From an optimization exercise on the open Yosys and OpenROAD flow, aimed at small area, a short achievable clock period and few clock cycles per item; shortcuts taken in it are not production practice. At most, simulation tests tie the RTL to the original design; equivalence was not proved.

Setup of nickel:
// fp_mul_sched_top
module fp_mul_sched_top (
    input  logic         clk,
    input  logic         reset_n,
    input  logic [3:0]   req_valid,
    input  logic [127:0] req_x,
    input  logic [127:0] req_y,
    output logic [3:0]   req_ready,
    output logic         res_valid,
    input  logic         res_ready,
    output logic [1:0]   res_id,
    output logic [31:0]  res_data,
    output logic [4:0]   res_flags,
    output logic         busy
);
    fp_mul_sched #(
        .EXP  (8),
        .MAN  (23),
        .NREQ (4)
    ) u_sched (
        .clk       (clk),
        .reset_n   (reset_n),
        .req_valid (req_valid),
        .req_x     (req_x),
        .req_y     (req_y),
        .req_ready (req_ready),
        .res_valid (res_valid),
        .res_ready (res_ready),
        .res_id    (res_id),
        .res_data  (res_data),
        .res_flags (res_flags),
        .busy      (busy)
    );
endmodule
Settings: LEC_CHECK=0, CAP_MARGIN=20, CORE_MARGIN=2, CORE_UTILIZATION=40, SETUP_SLACK_MARGIN=3.5, SLEW_MARGIN=20; clock period 10.5 ns.
standard.sh (not shown) runs the stock make flow with config.mk's settings and CLKGATE_MAP_FILE= SYNTH_SCRIPT=/design/flow/synth_recipe.tcl, a recipe that flattens the netlist after the stock synthesis.
==> flow/flow/run.sh <==
#!/bin/bash
# Layout flow: the standard flow (standard.sh) with two changes after synthesis:
# the port buffers are the small sky130_fd_sc_hd__buf_1 instead of the delay cell
# buffer_ports picks by default, and timing repair may swap a cell for one with a
# different footprint (MATCH_CELL_FOOTPRINT=0), so those buffers can be resized.
# Synthesis is the standard one, unchanged. Each step's output goes to its own log here.
set -uo pipefail
bash standard.sh synth > synth.log 2>&1 || exit 1
bash standard.sh "BUFFER_PORTS_ARGS=-buffer_cell sky130_fd_sc_hd__buf_1" MATCH_CELL_FOOTPRINT=0 finish > layout.log 2>&1 || exit 1
Testbench counts of nickel, summed over its fixed seeds: cycles 2,056, items 2,048.
Input changes introduced in yarrow (baseline for comparison: nickel):
diff --git a/flow/design.v b/flow/design.v
--- a/flow/design.v
+++ b/flow/design.v
@@ -937,17 +937,17 @@
     logic s589;
     logic c590;
     logic s591;
     logic c592;
     logic s593;
     logic c594;
     logic s595;
     logic c596;
-    logic [71:0] m_c, mq;
+    logic [59:0] m_c, mq;
     logic        sgn_q, zero_q, nan_q, inf_q, lcq;
     logic [7:0]  e0_q;
     logic        unf0_q, unf1_q, ovf0_q, ovf1_q;
     assign a = {1'b1, x_i[22:0]};
     assign b = {1'b1, y_i[22:0]};
     always_comb begin
         zero_c = (x_i[30:23] == 8'd0) || (y_i[30:23] == 8'd0);
         nan_c  = !zero_c && ((x_i[30:23] == 8'hFF && x_i[22:0] != 23'd0) ||
@@ -1901,36 +1901,36 @@
     assign s589 = c498 ^ s499 ^ 1'b1;
     assign c590 = (c498 & s499) | (c498 & 1'b1) | (s499 & 1'b1);
     assign s591 = c500 ^ s501 ^ a[21];
     assign c592 = (c500 & s501) | (c500 & a[21]) | (s501 & a[21]);
     assign s593 = c502 ^ s503 ^ 1'b1;
     assign c594 = (c502 & s503) | (c502 & 1'b1) | (s503 & 1'b1);
     assign s595 = c504 ^ nneg11 ^ a[23];
     assign c596 = (c504 & nneg11) | (c504 & a[23]) | (nneg11 & a[23]);
-    logic [12:0] lowsum;
-    assign lowsum = {1'b0, c522, c520, c518, c516, c514, c512, c510, c508, c506, s505, pp0_1, pp0_0} + {1'b0, s523, s521, s519, s517, s515, s513, s511, s509, s507, neg[1], 1'b0, neg[0]};
-    assign m_c = {s595, c594, s593, c592, s591, c590, s589, c588, s587, c586, s585, c584, s583, c582, s581, c580, s579, c578, s577, c576, s575, c574, s573, c572, s571, c570, s569, c568, s567, c566, s565, c564, s563, c562, s561, c560, s559, c558, s557, c556, s555, c554, s553, c552, s551, c550, s549, c548, s547, c546, s545, c544, s543, c542, s541, c540, s539, c538, s537, c536, s535, c534, s533, c532, s531, c530, s529, c528, s527, c526, s525, c524};
+    logic [18:0] lowsum;
+    assign lowsum = {1'b0, c534, c532, c530, c528, c526, c524, c522, c520, c518, c516, c514, c512, c510, c508, c506, s505, pp0_1, pp0_0} + {1'b0, s535, s533, s531, s529, s527, s525, s523, s521, s519, s517, s515, s513, s511, s509, s507, neg[1], 1'b0, neg[0]};
+    assign m_c = {s595, c594, s593, c592, s591, c590, s589, c588, s587, c586, s585, c584, s583, c582, s581, c580, s579, c578, s577, c576, s575, c574, s573, c572, s571, c570, s569, c568, s567, c566, s565, c564, s563, c562, s561, c560, s559, c558, s557, c556, s555, c554, s553, c552, s551, c550, s549, c548, s547, c546, s545, c544, s543, c542, s541, c540, s539, c538, s537, c536};
     always_ff @(posedge clk) begin
         if (en_i) begin
             mq     <= m_c;
             sgn_q  <= sgn_c;
             zero_q <= zero_c;
             nan_q  <= nan_c;
             inf_q  <= inf_c;
             e0_q   <= e0_c;
             unf0_q <= unf0_c;
             unf1_q <= unf1_c;
             ovf0_q <= ovf0_c;
             ovf1_q <= ovf1_c;
-            lcq    <= lowsum[12];
+            lcq    <= lowsum[18];
         end
     end
-    logic [47:12] prod;
-    assign prod = {mq[70], mq[68], mq[66], mq[64], mq[62], mq[60], mq[58], mq[56], mq[54], mq[52], mq[50], mq[48], mq[46], mq[44], mq[42], mq[40], mq[38], mq[36], mq[34], mq[32], mq[30], mq[28], mq[26], mq[24], mq[22], mq[20], mq[18], mq[16], mq[14], mq[12], mq[10], mq[8], mq[6], mq[4], mq[2], mq[0]} + {mq[71], mq[69], mq[67], mq[65], mq[63], mq[61], mq[59], mq[57], mq[55], mq[53], mq[51], mq[49], mq[47], mq[45], mq[43], mq[41], mq[39], mq[37], mq[35], mq[33], mq[31], mq[29], mq[27], mq[25], mq[23], mq[21], mq[19], mq[17], mq[15], mq[13], mq[11], mq[9], mq[7], mq[5], mq[3], mq[1]} + lcq;
+    logic [47:18] prod;
+    assign prod = {mq[58], mq[56], mq[54], mq[52], mq[50], mq[48], mq[46], mq[44], mq[42], mq[40], mq[38], mq[36], mq[34], mq[32], mq[30], mq[28], mq[26], mq[24], mq[22], mq[20], mq[18], mq[16], mq[14], mq[12], mq[10], mq[8], mq[6], mq[4], mq[2], mq[0]} + {mq[59], mq[57], mq[55], mq[53], mq[51], mq[49], mq[47], mq[45], mq[43], mq[41], mq[39], mq[37], mq[35], mq[33], mq[31], mq[29], mq[27], mq[25], mq[23], mq[21], mq[19], mq[17], mq[15], mq[13], mq[11], mq[9], mq[7], mq[5], mq[3], mq[1]} + lcq;
     logic        norm, unf, ovf, kill;
     logic [7:0]  e0p1, e;
     logic [22:0] man;
     always_comb begin
         norm    = prod[47];
         e0p1    = e0_q + 8'd1;
         e       = norm ? e0p1 : e0_q;
         man     = norm ? prod[46:24] : prod[45:23];
Findings:
- Of yarrow and nickel, it is yarrow that has the higher final antenna diode count.
- Between yarrow and nickel, it is yarrow whose number of buffer and inverter instances along the worst setup path is lower, by 5.
- The setup slack of yarrow is smaller than that of nickel.
- | routed wire length | yarrow vs nickel | 4.7% higher |
- Aggregate global-route resource usage was lower in nickel than in yarrow.
- Share of synthesized area occupied by flip-flops and latches is lower on yarrow
- The wire length on met3 reported for yarrow is smaller than that of nickel by about 4.7%.
- Most common cell after layout, fill and taps aside: sky130_fd_sc_hd__buf_1 -> yarrow, sky130_fd_sc_hd__inv_1 -> nickel
No functional check of the RTL was part of yarrow.

[port drivers added, routing unchanged]
The flow's constraints put no driver on any port. The routed layouts listed below were extracted and timed again, unchanged, in two steps. Step 1 (the two cells are an assumption about what drives the block):
set clk [get_ports {clk}]
set_driving_cell -lib_cell sky130_fd_sc_hd__clkbuf_16 $clk
set_driving_cell -lib_cell sky130_fd_sc_hd__buf_2 [delete_from_list [all_inputs] $clk]
Step 2 also shifts input and output timing later by t, the mid clock arrival at the registers, as if the neighbouring blocks saw the same clock. Slacks: ideal / step 1 / step 2; pairs: ideal / step 1.
run	shift t [ns]	setup WS [ns]	hold slack, ns	cell pins on the clock port's net
nickel	0.433	3.525 / 3.554 / 3.121	0.612 / 0.612 / 0.612	1
yarrow	0.436	3.234 / 3.094 / 2.658	0.613 / 0.613 / 0.613	1
After both steps setup and hold are still met in every run listed. The setup slack of yarrow, which loses most, moves by -0.140 ns with the drivers and by -0.576 ns with both steps.
